From an optimization exercise on the open Yosys and OpenROAD flow, aimed at a short achievable clock period and few clock cycles per item; shortcuts taken in it are not production practice.
Function was checked by simulation only, so behaviour that the tests miss may differ from the original.
Power figures rest on the tool's default switching activity, not on a simulated workload.

==> run a: inputs <==
==> flow/design.v (excerpt) <==
module ooo_core
(
    input  logic     clk_in,
    input  logic     rst_in,
    input  logic     rdy_in,         
    input  logic     issue_valid,
    input  logic     issue_use_imm,
    input  logic [3:0]  issue_op,
    input  logic [4:0] issue_rs1,
    input  logic [4:0] issue_rs2,
    input  logic [4:0] issue_rd,
    input  logic [31:0]    issue_imm,
    output logic     issue_ready,
    output logic     commit_valid,
    output logic [4:0] commit_rd,
    output logic [31:0]    commit_value
);
==> module reservation_station, before the edit <==
module reservation_station
(
    input  logic        clk_in,
    input  logic        rdy_in,
    input  logic [9:0]  d_op_oh,    
    input  logic        fwd_a,      
    input  logic        fwd_b,
    input  logic [31:0] src_a,      
    input  logic [31:0] src_b,
    output logic [31:0] result,     
    output logic [31:0] a_q,        
    output logic [31:0] b_q
);
    logic [9:0]  op;                
    logic [31:0] a_n, b_n, result_n;
    logic [31:0] r_add, r_sub, r_sll, r_sr;
    logic [31:0] c_add, c_sub;
    logic [31:0] x_ab, o_ab, n_ab;
    logic        lt_any;
    logic        fill;
    logic [32:0] sr_wide;
    function automatic logic [31:0] ks_carry(input logic [31:0] g_in, input logic [31:0] t_in,
                                             input logic cin);
        logic [31:0] g, p, gn, pn;
        g = g_in;
        p = t_in;
        g[0] = g[0] | (p[0] & cin);
        for (int d = 1; d < 32; d = d * 2)
        begin
            gn = g;
            pn = p;
            for (int i = d; i < 32; i++)
            begin
                gn[i] = g[i] | (p[i] & g[i - d]);
                pn[i] = p[i] & p[i - d];
            end
            g = gn;
            p = pn;
        end
        ks_carry = {g[30:0], cin};
    endfunction
    assign x_ab  = a_q ^ b_q;
    assign o_ab  = a_q | b_q;
    assign n_ab  = a_q & b_q;
    assign c_add = ks_carry(~a_n & ~b_n, ~a_n | ~b_n, 1'b0);
    assign c_sub = ks_carry(~a_n & b_n, ~a_n | b_n, 1'b1);
    assign r_add = x_ab ^ c_add;
    assign r_sub = ~x_ab ^ c_sub;
    assign r_sll = a_q << ~b_n[4:0];
    assign fill  = op[7] & a_q[31];                         
    assign sr_wide = $signed({fill, a_q}) >>> b_q[4:0];
    assign r_sr  = sr_wide[31:0];
    assign lt_any = (op[3] | op[4]) &
                    (x_ab[31] ? (op[4] ? b_q[31] : a_q[31]) : r_sub[31]);
    function automatic logic [31:0] pick(input logic [9:0] g, input logic [31:0] other,
                                         input logic [31:0] add, input logic [31:0] sub,
                                         input logic [31:0] sll, input logic [31:0] sr,
                                         input logic [31:0] xo, input logic [31:0] oo,
                                         input logic [31:0] ao, input logic lt);
        pick = other
             | ({32{g[0]}} & add)
             | ({32{g[1]}} & sub)
             | ({32{g[2]}} & sll)
             | ({32{g[6] | g[7]}} & sr)
             | ({32{g[5]}} & xo)
             | ({32{g[8]}} & oo)
             | ({32{g[9]}} & ao)
             | {31'b0, lt};
    endfunction
    logic [9:0]  g_a, g_b, g_c;
    logic        go_a, go_b;
    logic [31:0] keep_a, keep_b, keep_c;
    logic [31:0] keep_an, keep_bn, keep_cn;    
    assign go_a   = fwd_a & rdy_in;
    assign go_b   = fwd_b & rdy_in;
    assign g_a    = op & {10{go_a}};
    assign g_b    = op & {10{go_b}};
    assign g_c    = op & {10{rdy_in}};
    assign keep_a = go_a ? '0 : (rdy_in ? src_a : ~a_n);
    assign keep_b = go_b ? '0 : (rdy_in ? src_b : ~b_n);
    assign keep_c = rdy_in ? '0 : ~result_n;
    assign keep_an = go_a ? '0 : (rdy_in ? src_a : a_q);
    assign keep_bn = go_b ? '0 : (rdy_in ? src_b : b_q);
    assign keep_cn = rdy_in ? '0 : result;
    logic [31:0] next_a, next_b, next_c;
    assign next_a = pick(g_a, keep_a, r_add, r_sub, r_sll, r_sr, x_ab, o_ab, n_ab, lt_any & go_a);
    assign next_b = pick(g_b, keep_b, r_add, r_sub, r_sll, r_sr, x_ab, o_ab, n_ab, lt_any & go_b);
    assign next_c = pick(g_c, keep_c, r_add, r_sub, r_sll, r_sr, x_ab, o_ab, n_ab, lt_any & rdy_in);
    always_ff @(posedge clk_in)
    begin
        a_q      <= next_a;
        a_n      <= ~pick(g_a, keep_an, r_add, r_sub, r_sll, r_sr, x_ab, o_ab, n_ab, lt_any & go_a);
        b_q      <= next_b;
        b_n      <= ~pick(g_b, keep_bn, r_add, r_sub, r_sll, r_sr, x_ab, o_ab, n_ab, lt_any & go_b);
        result   <= next_c;
        result_n <= ~pick(g_c, keep_cn, r_add, r_sub, r_sll, r_sr, x_ab, o_ab, n_ab, lt_any & rdy_in);
    end
    always_ff @(posedge clk_in)
    begin
        if (rdy_in)
            op <= d_op_oh;
    end
endmodule
Settings: LEC_CHECK=0, ABC_CLOCK_PERIOD_IN_PS=2000, CAP_MARGIN=20, CORE_MARGIN=2, CORE_UTILIZATION=40, SETUP_SLACK_MARGIN=3.8, SLEW_MARGIN=20; clock period 7.0 ns.
run.sh (not shown) runs the stock make flow with config.mk's settings and CLKGATE_MAP_FILE= SYNTH_SCRIPT=/design/flow/synth_recipe.tcl, a recipe that flattens the netlist after the stock synthesis.
==> run b: changes against run a <==
--- a/flow/design.v
+++ b/flow/design.v
@@ -89,11 +89,7 @@
 );
     logic [9:0]  op;                
-    logic [31:0] a_n, b_n, result_n;
-    logic [31:0] r_add, r_sub, r_sll, r_sr;
-    logic [31:0] c_add, c_sub;
-    logic [31:0] x_ab, o_ab, n_ab;
-    logic        lt_any;
-    logic        fill;
-    logic [32:0] sr_wide;
+    logic [31:0] a_n, b_n, a_s, result_n;
+    logic [3:0]  sl_lo, sr_lo_n;    
+    logic [7:0]  sl_hi, sr_hi_n;
     function automatic logic [31:0] ks_carry(input logic [31:0] g_in, input logic [31:0] t_in,
                                              input logic cin);
@@ -116,4 +112,12 @@
         ks_carry = {g[30:0], cin};
     endfunction
+    logic [31:0] r_add, r_sub, r_sll, r_sr;
+    logic [31:0] c_add, c_sub;
+    logic [31:0] x_ab, o_ab, n_ab;
+    logic [3:0]  sr_lo;
+    logic [7:0]  sr_hi;
+    logic [31:0] sl_t, sr_t;
+    logic        lt_any;
+    logic        fill;
     assign x_ab  = a_q ^ b_q;
     assign o_ab  = a_q | b_q;
@@ -123,10 +127,34 @@
     assign r_add = x_ab ^ c_add;
     assign r_sub = ~x_ab ^ c_sub;
-    assign r_sll = a_q << ~b_n[4:0];
-    assign fill  = op[7] & a_q[31];                         
-    assign sr_wide = $signed({fill, a_q}) >>> b_q[4:0];
-    assign r_sr  = sr_wide[31:0];
     assign lt_any = (op[3] | op[4]) &
                     (x_ab[31] ? (op[4] ? b_q[31] : a_q[31]) : r_sub[31]);
+    assign fill  = op[7] & a_s[31];                         
+    assign sr_lo = ~sr_lo_n;
+    assign sr_hi = ~sr_hi_n;
+    always_comb
+    begin
+        for (int i = 0; i < 32; i++)
+        begin
+            sl_t[i] = 1'b0;
+            sr_t[i] = 1'b0;
+            for (int k = 0; k < 4; k++)
+            begin
+                if (i - k >= 0)
+                    sl_t[i] = sl_t[i] | (sl_lo[k] & a_s[i - k]);
+                sr_t[i] = sr_t[i] | (sr_lo[k] & ((i + k < 32) ? a_s[i + k] : fill));
+            end
+        end
+        for (int i = 0; i < 32; i++)
+        begin
+            r_sll[i] = 1'b0;
+            r_sr[i]  = 1'b0;
+            for (int k = 0; k < 8; k++)
+            begin
+                if (i - 4 * k >= 0)
+                    r_sll[i] = r_sll[i] | (sl_hi[k] & sl_t[i - 4 * k]);
+                r_sr[i] = r_sr[i] | (sr_hi[k] & ((i + 4 * k < 32) ? sr_t[i + 4 * k] : fill));
+            end
+        end
+    end
     function automatic logic [31:0] pick(input logic [9:0] g, input logic [31:0] other,
                                          input logic [31:0] add, input logic [31:0] sub,
@@ -144,8 +172,19 @@
              | {31'b0, lt};
     endfunction
+    function automatic logic [3:0] dec2(input logic [1:0] v);
+        dec2 = 4'b0001 << v;
+    endfunction
+    function automatic logic [7:0] dec3(input logic [2:0] v);
+        dec3 = 8'b0000_0001 << v;
+    endfunction
     logic [9:0]  g_a, g_b, g_c;
     logic        go_a, go_b;
+    logic        lt_a, lt_b, lt_c;
     logic [31:0] keep_a, keep_b, keep_c;
-    logic [31:0] keep_an, keep_bn, keep_cn;    
+    logic [31:0] keep_an, keep_bn, keep_cn, keep_as;
+    logic [31:0] next_a, next_b, next_c;
+    logic [4:0]  next_b_nolt;       
+    logic [3:0]  lo_next;
+    logic [7:0]  hi_next;
     assign go_a   = fwd_a & rdy_in;
     assign go_b   = fwd_b & rdy_in;
@@ -153,22 +192,33 @@
     assign g_b    = op & {10{go_b}};
     assign g_c    = op & {10{rdy_in}};
-    assign keep_a = go_a ? '0 : (rdy_in ? src_a : ~a_n);
-    assign keep_b = go_b ? '0 : (rdy_in ? src_b : ~b_n);
-    assign keep_c = rdy_in ? '0 : ~result_n;
+    assign lt_a   = lt_any & go_a;
+    assign lt_b   = lt_any & go_b;
+    assign lt_c   = lt_any & rdy_in;
+    assign keep_a  = go_a ? '0 : (rdy_in ? src_a : ~a_n);
     assign keep_an = go_a ? '0 : (rdy_in ? src_a : a_q);
+    assign keep_as = go_a ? '0 : (rdy_in ? src_a : a_q);
+    assign keep_b  = go_b ? '0 : (rdy_in ? src_b : ~b_n);
     assign keep_bn = go_b ? '0 : (rdy_in ? src_b : b_q);
+    assign keep_c  = rdy_in ? '0 : ~result_n;
     assign keep_cn = rdy_in ? '0 : result;
-    logic [31:0] next_a, next_b, next_c;
-    assign next_a = pick(g_a, keep_a, r_add, r_sub, r_sll, r_sr, x_ab, o_ab, n_ab, lt_any & go_a);
-    assign next_b = pick(g_b, keep_b, r_add, r_sub, r_sll, r_sr, x_ab, o_ab, n_ab, lt_any & go_b);
-    assign next_c = pick(g_c, keep_c, r_add, r_sub, r_sll, r_sr, x_ab, o_ab, n_ab, lt_any & rdy_in);
+    assign next_a = pick(g_a, keep_a, r_add, r_sub, r_sll, r_sr, x_ab, o_ab, n_ab, lt_a);
+    assign next_b = pick(g_b, keep_b, r_add, r_sub, r_sll, r_sr, x_ab, o_ab, n_ab, lt_b);
+    assign next_c = pick(g_c, keep_c, r_add, r_sub, r_sll, r_sr, x_ab, o_ab, n_ab, lt_c);
+    assign next_b_nolt = pick(g_b, keep_b, r_add, r_sub, r_sll, r_sr, x_ab, o_ab, n_ab, 1'b0) & 5'h1f;
+    assign lo_next = (dec2(next_b_nolt[1:0]) & {3'b111, !lt_b}) | {2'b00, lt_b, 1'b0};
+    assign hi_next = dec3(next_b_nolt[4:2]);
     always_ff @(posedge clk_in)
     begin
         a_q      <= next_a;
-        a_n      <= ~pick(g_a, keep_an, r_add, r_sub, r_sll, r_sr, x_ab, o_ab, n_ab, lt_any & go_a);
+        a_n      <= ~pick(g_a, keep_an, r_add, r_sub, r_sll, r_sr, x_ab, o_ab, n_ab, lt_a);
+        a_s      <= pick(g_a, keep_as, r_add, r_sub, r_sll, r_sr, x_ab, o_ab, n_ab, lt_a);
         b_q      <= next_b;
-        b_n      <= ~pick(g_b, keep_bn, r_add, r_sub, r_sll, r_sr, x_ab, o_ab, n_ab, lt_any & go_b);
+        b_n      <= ~pick(g_b, keep_bn, r_add, r_sub, r_sll, r_sr, x_ab, o_ab, n_ab, lt_b);
+        sl_lo    <= lo_next;
+        sl_hi    <= hi_next;
+        sr_lo_n  <= ~lo_next;
+        sr_hi_n  <= ~hi_next;
         result   <= next_c;
-        result_n <= ~pick(g_c, keep_cn, r_add, r_sub, r_sll, r_sr, x_ab, o_ab, n_ab, lt_any & rdy_in);
+        result_n <= ~pick(g_c, keep_cn, r_add, r_sub, r_sll, r_sr, x_ab, o_ab, n_ab, lt_c);
     end
     always_ff @(posedge clk_in)
SETUP_SLACK_MARGIN = 4.3   (was 3.8)
==> run c: changes against run a <==
--- a/flow/design.v
+++ b/flow/design.v
@@ -89,11 +89,7 @@
 );
     logic [9:0]  op;                
-    logic [31:0] a_n, b_n, result_n;
-    logic [31:0] r_add, r_sub, r_sll, r_sr;
-    logic [31:0] c_add, c_sub;
-    logic [31:0] x_ab, o_ab, n_ab;
-    logic        lt_any;
-    logic        fill;
-    logic [32:0] sr_wide;
+    logic [31:0] a_n, b_n, a_s, result_n;
+    logic [3:0]  sl_lo, sr_lo_n;    
+    logic [7:0]  sl_hi, sr_hi_n;
     function automatic logic [31:0] ks_carry(input logic [31:0] g_in, input logic [31:0] t_in,
                                              input logic cin);
@@ -116,4 +112,12 @@
         ks_carry = {g[30:0], cin};
     endfunction
+    logic [31:0] r_add, r_sub, r_sll, r_sr;
+    logic [31:0] c_add, c_sub;
+    logic [31:0] x_ab, o_ab, n_ab;
+    logic [3:0]  sr_lo;
+    logic [7:0]  sr_hi;
+    logic [31:0] sl_t, sr_t;
+    logic        lt_any;
+    logic        fill;
     assign x_ab  = a_q ^ b_q;
     assign o_ab  = a_q | b_q;
@@ -123,10 +127,34 @@
     assign r_add = x_ab ^ c_add;
     assign r_sub = ~x_ab ^ c_sub;
-    assign r_sll = a_q << ~b_n[4:0];
-    assign fill  = op[7] & a_q[31];                         
-    assign sr_wide = $signed({fill, a_q}) >>> b_q[4:0];
-    assign r_sr  = sr_wide[31:0];
     assign lt_any = (op[3] | op[4]) &
                     (x_ab[31] ? (op[4] ? b_q[31] : a_q[31]) : r_sub[31]);
+    assign fill  = op[7] & a_s[31];                         
+    assign sr_lo = ~sr_lo_n;
+    assign sr_hi = ~sr_hi_n;
+    always_comb
+    begin
+        for (int i = 0; i < 32; i++)
+        begin
+            sl_t[i] = 1'b0;
+            sr_t[i] = 1'b0;
+            for (int k = 0; k < 4; k++)
+            begin
+                if (i - k >= 0)
+                    sl_t[i] = sl_t[i] | (sl_lo[k] & a_s[i - k]);
+                sr_t[i] = sr_t[i] | (sr_lo[k] & ((i + k < 32) ? a_s[i + k] : fill));
+            end
+        end
+        for (int i = 0; i < 32; i++)
+        begin
+            r_sll[i] = 1'b0;
+            r_sr[i]  = 1'b0;
+            for (int k = 0; k < 8; k++)
+            begin
+                if (i - 4 * k >= 0)
+                    r_sll[i] = r_sll[i] | (sl_hi[k] & sl_t[i - 4 * k]);
+                r_sr[i] = r_sr[i] | (sr_hi[k] & ((i + 4 * k < 32) ? sr_t[i + 4 * k] : fill));
+            end
+        end
+    end
     function automatic logic [31:0] pick(input logic [9:0] g, input logic [31:0] other,
                                          input logic [31:0] add, input logic [31:0] sub,
@@ -144,8 +172,19 @@
              | {31'b0, lt};
     endfunction
+    function automatic logic [3:0] dec2(input logic [1:0] v);
+        dec2 = 4'b0001 << v;
+    endfunction
+    function automatic logic [7:0] dec3(input logic [2:0] v);
+        dec3 = 8'b0000_0001 << v;
+    endfunction
     logic [9:0]  g_a, g_b, g_c;
     logic        go_a, go_b;
+    logic        lt_a, lt_b, lt_c;
     logic [31:0] keep_a, keep_b, keep_c;
-    logic [31:0] keep_an, keep_bn, keep_cn;    
+    logic [31:0] keep_an, keep_bn, keep_cn, keep_as;
+    logic [31:0] next_a, next_b, next_c;
+    logic [4:0]  next_b_nolt;       
+    logic [3:0]  lo_next;
+    logic [7:0]  hi_next;
     assign go_a   = fwd_a & rdy_in;
     assign go_b   = fwd_b & rdy_in;
@@ -153,22 +192,33 @@
     assign g_b    = op & {10{go_b}};
     assign g_c    = op & {10{rdy_in}};
-    assign keep_a = go_a ? '0 : (rdy_in ? src_a : ~a_n);
-    assign keep_b = go_b ? '0 : (rdy_in ? src_b : ~b_n);
-    assign keep_c = rdy_in ? '0 : ~result_n;
+    assign lt_a   = lt_any & go_a;
+    assign lt_b   = lt_any & go_b;
+    assign lt_c   = lt_any & rdy_in;
+    assign keep_a  = go_a ? '0 : (rdy_in ? src_a : ~a_n);
     assign keep_an = go_a ? '0 : (rdy_in ? src_a : a_q);
+    assign keep_as = go_a ? '0 : (rdy_in ? src_a : a_q);
+    assign keep_b  = go_b ? '0 : (rdy_in ? src_b : ~b_n);
     assign keep_bn = go_b ? '0 : (rdy_in ? src_b : b_q);
+    assign keep_c  = rdy_in ? '0 : ~result_n;
     assign keep_cn = rdy_in ? '0 : result;
-    logic [31:0] next_a, next_b, next_c;
-    assign next_a = pick(g_a, keep_a, r_add, r_sub, r_sll, r_sr, x_ab, o_ab, n_ab, lt_any & go_a);
-    assign next_b = pick(g_b, keep_b, r_add, r_sub, r_sll, r_sr, x_ab, o_ab, n_ab, lt_any & go_b);
-    assign next_c = pick(g_c, keep_c, r_add, r_sub, r_sll, r_sr, x_ab, o_ab, n_ab, lt_any & rdy_in);
+    assign next_a = pick(g_a, keep_a, r_add, r_sub, r_sll, r_sr, x_ab, o_ab, n_ab, lt_a);
+    assign next_b = pick(g_b, keep_b, r_add, r_sub, r_sll, r_sr, x_ab, o_ab, n_ab, lt_b);
+    assign next_c = pick(g_c, keep_c, r_add, r_sub, r_sll, r_sr, x_ab, o_ab, n_ab, lt_c);
+    assign next_b_nolt = pick(g_b, keep_b, r_add, r_sub, r_sll, r_sr, x_ab, o_ab, n_ab, 1'b0) & 5'h1f;
+    assign lo_next = (dec2(next_b_nolt[1:0]) & {3'b111, !lt_b}) | {2'b00, lt_b, 1'b0};
+    assign hi_next = dec3(next_b_nolt[4:2]);
     always_ff @(posedge clk_in)
     begin
         a_q      <= next_a;
-        a_n      <= ~pick(g_a, keep_an, r_add, r_sub, r_sll, r_sr, x_ab, o_ab, n_ab, lt_any & go_a);
+        a_n      <= ~pick(g_a, keep_an, r_add, r_sub, r_sll, r_sr, x_ab, o_ab, n_ab, lt_a);
+        a_s      <= pick(g_a, keep_as, r_add, r_sub, r_sll, r_sr, x_ab, o_ab, n_ab, lt_a);
         b_q      <= next_b;
-        b_n      <= ~pick(g_b, keep_bn, r_add, r_sub, r_sll, r_sr, x_ab, o_ab, n_ab, lt_any & go_b);
+        b_n      <= ~pick(g_b, keep_bn, r_add, r_sub, r_sll, r_sr, x_ab, o_ab, n_ab, lt_b);
+        sl_lo    <= lo_next;
+        sl_hi    <= hi_next;
+        sr_lo_n  <= ~lo_next;
+        sr_hi_n  <= ~hi_next;
         result   <= next_c;
-        result_n <= ~pick(g_c, keep_cn, r_add, r_sub, r_sll, r_sr, x_ab, o_ab, n_ab, lt_any & rdy_in);
+        result_n <= ~pick(g_c, keep_cn, r_add, r_sub, r_sll, r_sr, x_ab, o_ab, n_ab, lt_c);
     end
     always_ff @(posedge clk_in)
==> run d: changes against run a <==
--- a/flow/design.v
+++ b/flow/design.v
@@ -96,9 +96,9 @@
     logic        fill;
     logic [32:0] sr_wide;
-    function automatic logic [31:0] ks_carry(input logic [31:0] g_in, input logic [31:0] t_in,
+    function automatic logic [31:0] ks_carry(input logic [31:0] x, input logic [31:0] y,
                                              input logic cin);
         logic [31:0] g, p, gn, pn;
-        g = g_in;
-        p = t_in;
+        g = x & y;
+        p = x | y;
         g[0] = g[0] | (p[0] & cin);
         for (int d = 1; d < 32; d = d * 2)
@@ -119,9 +119,9 @@
     assign o_ab  = a_q | b_q;
     assign n_ab  = a_q & b_q;
-    assign c_add = ks_carry(~a_n & ~b_n, ~a_n | ~b_n, 1'b0);
-    assign c_sub = ks_carry(~a_n & b_n, ~a_n | b_n, 1'b1);
+    assign c_add = ks_carry(a_q, b_q, 1'b0);
+    assign c_sub = ks_carry(a_q, ~b_q, 1'b1);
     assign r_add = x_ab ^ c_add;
     assign r_sub = ~x_ab ^ c_sub;
-    assign r_sll = a_q << ~b_n[4:0];
+    assign r_sll = a_q << b_q[4:0];
     assign fill  = op[7] & a_q[31];                         
     assign sr_wide = $signed({fill, a_q}) >>> b_q[4:0];
==> impl_summary.txt <==
----------------------------------------------------
[Yosys]
  FF+latch count, synth ... 1,408

[Cells and area]
  Number of signal-net buffers in the layout ... 374
  Count of clock buffers in the final design ... 185

[Critical path]
  Crit path max-delay family ... compound AO/OA/AOI/OAI gates

[Pwr]
  Reg power frac ... 38.6%
  Combinational Power Share ... 34.6%
  Int Power ... 19.2 mW

[Outcome]
  Outcome ... complete, no violations

[Global route]
  GR Util met3 ... 14.3%

----------------------------------------------------
The numbers above come from run c.

==> impl_summary.txt <==
----------------------------------------------------
[Critical path]
  Worst EP arrival ... 4070 ps
  Crit path to ... u_alu.b_q[29]$_DFF_P_
  Crit path max-delay family ... compound AO/OA/AOI/OAI gates

[Cells and area]
  Number of signal-net buffers in the layout ... 372
  Signal buffers share of area ... 5.16%
  Count of clock buffers in the final design ... 192
  Storage element area ... 38,400 µm²

[Pwr]
  Overall power consumption ... 28.7 mW
  Reg power frac ... 38.0%
  Combinational Power Share ... 34.1%

[Timing]
  Final total negative setup slack ... 0 ps

[Global route]
  GR Util met3 ... 15.4%

[Outcome]
  Outcome ... complete, no violations

[Yosys]
  Synth Area in Adders ... 2.13%
  FF+latch count, synth ... 1,352

----------------------------------------------------
The numbers above come from run a.

==> impl_summary.txt <==
----------------------------------------------------
[CTS]
  Number of resized instances in the post-cts repair step ... 532

[Routing]
  Vias ... 55,900

[Yosys]
  FF+latch count, synth ... 1,352
  Proportion of synthesized flip-flops having asynchronous set or reset ... 0%

[Cells and area]
  Number of signal-net buffers in the layout ... 474
  Count of clock buffers in the final design ... 170

[Timing]
  Relative slew margins ... 17.7%

[Placed design]
  Area after DPL ... 67,100 µm²

[Outcome]
  Outcome ... complete, no violations

[Global route]
  GR Util met3 ... 15.9%

[Pwr]
  Combinational Power Share ... 40.8%
  Int Power ... 19.6 mW

[Critical path]
  Critical register-to-register path startpoint ... u_alu.a_q[0]$_DFF_P_
  Crit path max-delay family ... compound AO/OA/AOI/OAI gates

----------------------------------------------------
The numbers above come from run d.

==> impl_summary.txt <==
----------------------------------------------------
[Outcome]
  Outcome ... complete, no violations

[Critical path]
  Crit path max-delay family ... buffers and inverters

[Pwr]
  Reg power frac ... 33.9%
  Combinational Power Share ... 42.5%
  Int Power ... 21.9 mW

[Cells and area]
  Number of signal-net buffers in the layout ... 726
  Count of clock buffers in the final design ... 201

[Yosys]
  FF+latch count, synth ... 1,408

[Routing]
  Detailed-route wire length ... 344,000 µm

----------------------------------------------------
The numbers above come from run b.

Testbench counts of run a, summed over its fixed seeds: cycles 4,824, items 4,800.
Testbench counts of run b, summed over its fixed seeds: cycles 4,824, items 4,800.
Testbench counts of run c, summed over its fixed seeds: cycles 4,824, items 4,800.
Testbench counts of run d, summed over its fixed seeds: cycles 4,824, items 4,800.

==> re-timing with driven ports <==
How much do the figures lean on ideal ports? The routed layouts below were timed once more, with nothing changed but the port constraints.
Step 1 sets driving cells, clkbuf_16 on the clock port and buf_2 on the other inputs (assumed; they add their load-dependent delay and slew).
Step 2 also shifts input and output timing later by t, the mid clock arrival at the registers, as if the neighbouring blocks saw the same clock.
a / b / c = no drivers / after step 1 / after step 2; a / b = the first two.
run | shift t [ns] | setup WS [ns] | worst register clock-pin slew, ns | cell pins on the clock port's net
run a | 0.873 | 3.600 / 3.459 / 2.703 | 0.07 / 0.07 | 1
run b | 0.891 | 3.841 / 3.734 / 2.988 | 0.07 / 0.07 | 1
run c | 0.878 | 3.671 / 3.671 / 2.946 | 0.07 / 0.07 | 1
run d | 0.877 | 3.433 / 3.433 / 2.696 | 0.08 / 0.08 | 1
After both steps every run listed still meets setup and hold. For run a, which loses most, drivers alone change the setup slack by -0.141 ns; drivers and shift together by -0.897 ns.
